This design comes from an exercise in tuning for small area and a short achievable clock period on the open sky130 flow, not from production work. Function was checked by simulation only, so behaviour that the tests miss may differ from the original. Power is estimated from default activity; no workload was simulated.

// cpu_top
module cpu_top (
	input  logic                i_clk,
	input  logic                i_rst_n,
	input  cpu_pkg::instr_t     i_instr,
	output cpu_pkg::pc_t        o_pc,
	output logic                o_dmem_we,
	output cpu_pkg::dmem_addr_t o_dmem_addr,
	output cpu_pkg::word_t      o_dmem_wdata,
	output cpu_pkg::status_t    o_status
);
Size: about 110 I/O pins, roughly 130,000 µm² of cells after synthesis.
clock: 16.0 ns
lec_check: 0
cap_margin: 20
core_margin: 2
core_utilization: 65
place_density: 0.75
setup_slack_margin: 5
slew_margin: 20
synth_hierarchical: 1
synth_memory_max_bits: 16384
synth_minimum_keep_size: 0
standard.sh (not shown) runs the stock make flow with config.mk's settings and CLKGATE_MAP_FILE= SYNTH_SCRIPT=/design/flow/synth_recipe.tcl, a recipe that flattens the netlist after the stock synthesis.
==> flow/flow/run.sh <==
#!/bin/bash
# The standard layout with these changes: synthesis sees a strong driver
# and a light load on each module port, so it leaves cells at their smallest
# size; resizing may change a cell's footprint; port buffers are buf_4; timing
# repair aims at a larger setup margin; the clock tree uses clkbuf_8 without
# dummy loads.
set -euo pipefail
bash standard.sh \
  ABC_LOAD_IN_FF=1 \
  ABC_DRIVER_CELL=sky130_fd_sc_hd__buf_4 \
  MATCH_CELL_FOOTPRINT=0 \
  SETUP_SLACK_MARGIN=8 \
  TNS_END_PERCENT=20 \
  BUFFER_PORTS_ARGS="-buffer_cell sky130_fd_sc_hd__buf_4" \
  CTS_ARGS="-sink_clustering_enable -repair_clock_nets -dont_use_dummy_load -buf_list sky130_fd_sc_hd__clkbuf_8 -sink_clustering_size 16 -sink_clustering_max_diameter 70" \
  finish > make.log 2>&1
The first run produced a clean layout.
Rerun with:
--- a/flow/flow/run.sh
+++ b/flow/flow/run.sh
@@ -13 +13 @@
-  TNS_END_PERCENT=20 \
+  TNS_END_PERCENT=100 \
- CORE_UTILIZATION: 65 -> 60
- PLACE_DENSITY: 0.75 -> 0.7
The new run went through all stages and came out clean.
First-iteration DRC count drops by a few percent.
Final cell count climbs by a few percent.
Final area climbs slightly.
Setup slack is better by 0.078 ns.
Hold slack is better by 0.0036 ns.
Register-to-register slack is better by 0.38 ns.
Power hardly moves.
Wire length is about the same.
Rerun with:
--- a/flow/flow/run.sh
+++ b/flow/flow/run.sh
@@ -13 +13 @@
-  TNS_END_PERCENT=100 \
+  TNS_END_PERCENT=20 \
Worst hold slack barely changes.
Setup slack gets better by 0.065 ns.
Sequential power stays flat.
Clock skew fell by 0.0066 ns.
Clock power hardly moves.
Combinational power fell by about 3%.
Area after synthesis does not change.
Core utilization drops by 1.3 points.


cpu_top, a different RTL version from the one above (not shown whole).
Size: about 110 I/O pins, roughly 130000 um^2 of cells after synthesis.
export LEC_CHECK = 0
export CAP_MARGIN = 20
export CORE_MARGIN = 2
export CORE_UTILIZATION = 60
export GPL_ROUTABILITY_DRIVEN = 0
export PLACE_DENSITY = 0.7
export SETUP_SLACK_MARGIN = 5
export SLEW_MARGIN = 20
export SYNTH_HIERARCHICAL = 1
export SYNTH_MEMORY_MAX_BITS = 16384
export SYNTH_MINIMUM_KEEP_SIZE = 0
create_clock -name core_clock -period 16.0 [get_ports {i_clk}]
==> flow/flow/run.sh <==
#!/bin/bash
# The standard layout with these changes: synthesis sees a strong driver
# and a light load on each module port, so it leaves cells at their smallest
# size; resizing may change a cell's footprint; port buffers are buf_4; timing
# repair aims at a larger setup margin; the clock tree uses clkbuf_8 without
# dummy loads.
set -euo pipefail
bash standard.sh \
  ABC_LOAD_IN_FF=1 \
  ABC_DRIVER_CELL=sky130_fd_sc_hd__buf_4 \
  MATCH_CELL_FOOTPRINT=0 \
  SETUP_SLACK_MARGIN=7 \
  TNS_END_PERCENT=20 \
  BUFFER_PORTS_ARGS="-buffer_cell sky130_fd_sc_hd__buf_4" \
  CTS_ARGS="-sink_clustering_enable -repair_clock_nets -dont_use_dummy_load -buf_list sky130_fd_sc_hd__clkbuf_8 -sink_clustering_size 16 -sink_clustering_max_diameter 70" \
  finish > make.log 2>&1
The first run passed the timing, DRC and antenna checks.
Rerun with:
--- a/flow/flow/run.sh
+++ b/flow/flow/run.sh
@@ -13,4 +13,4 @@
   TNS_END_PERCENT=20 \
   BUFFER_PORTS_ARGS="-buffer_cell sky130_fd_sc_hd__buf_4" \
-  CTS_ARGS="-sink_clustering_enable -repair_clock_nets -dont_use_dummy_load -buf_list sky130_fd_sc_hd__clkbuf_8 -sink_clustering_size 16 -sink_clustering_max_diameter 70" \
+  CTS_ARGS="-sink_clustering_enable -repair_clock_nets -dont_use_dummy_load -buf_list sky130_fd_sc_hd__clkbuf_8 -sink_clustering_size 18 -sink_clustering_max_diameter 75" \
   finish > make.log 2>&1
--- a/flow/config.mk
+++ b/flow/config.mk
@@ -9,5 +9,4 @@
 export CORE_MARGIN = 2
 export CORE_UTILIZATION = 60
-export GPL_ROUTABILITY_DRIVEN = 0
 export PLACE_DENSITY = 0.7
 export SETUP_SLACK_MARGIN = 5
After rerunning:
- global-route usage is higher by 1.5 points
- sequential share of layout area falls by 0.51 points
- die area stays the same
- first-iteration DRC count increases by 0.86%
- critical path depth goes down by 3
- clock-buffer cell count went down by 18

[static timing again, ports no longer ideal]
No port has a modelled driver above. Below, the same layouts with a new extraction and two added sets of constraints. Step 1: set_driving_cell puts a clkbuf_16 on i_clk and a buf_2 on each other input, an assumption about the parent block. Step 2 times the ports against the registers' clock, not the clock port: input delays grow and output delays shrink by t, the midpoint of the rising clock arrivals with the driver on. Slacks: no drivers / after step 1 / after step 2; pairs: no drivers / after step 1.
| run | shift t [ns] | setup slack, ns | hold slack, ns | worst setup path after step 2 |
|---|---|---|---|---|
| the first run of note 1 | 1.089 | 6.566 / 6.475 / 5.943 | 0.479 / 0.479 / 0.479 | input to register |
| the second run of note 1 | 1.119 | 6.644 / 6.547 / 6.282 | 0.483 / 0.483 / 0.483 | input to register |
| the third run of note 1 | 1.130 | 6.709 / 6.662 / 6.150 | 0.480 / 0.480 / 0.480 | input to register |
| the first run of note 2 | 1.118 | 6.682 / 6.603 / 6.332 | 0.475 / 0.475 / 0.475 | input to register |
| the second run of note 2 | 1.106 | 6.721 / 6.610 / 5.834 | 0.484 / 0.484 / 0.484 | input to register |
After both steps every run listed still meets setup and hold. For the second run of note 2, which loses most, drivers alone change the setup slack by -0.111 ns; drivers and shift together by -0.887 ns.
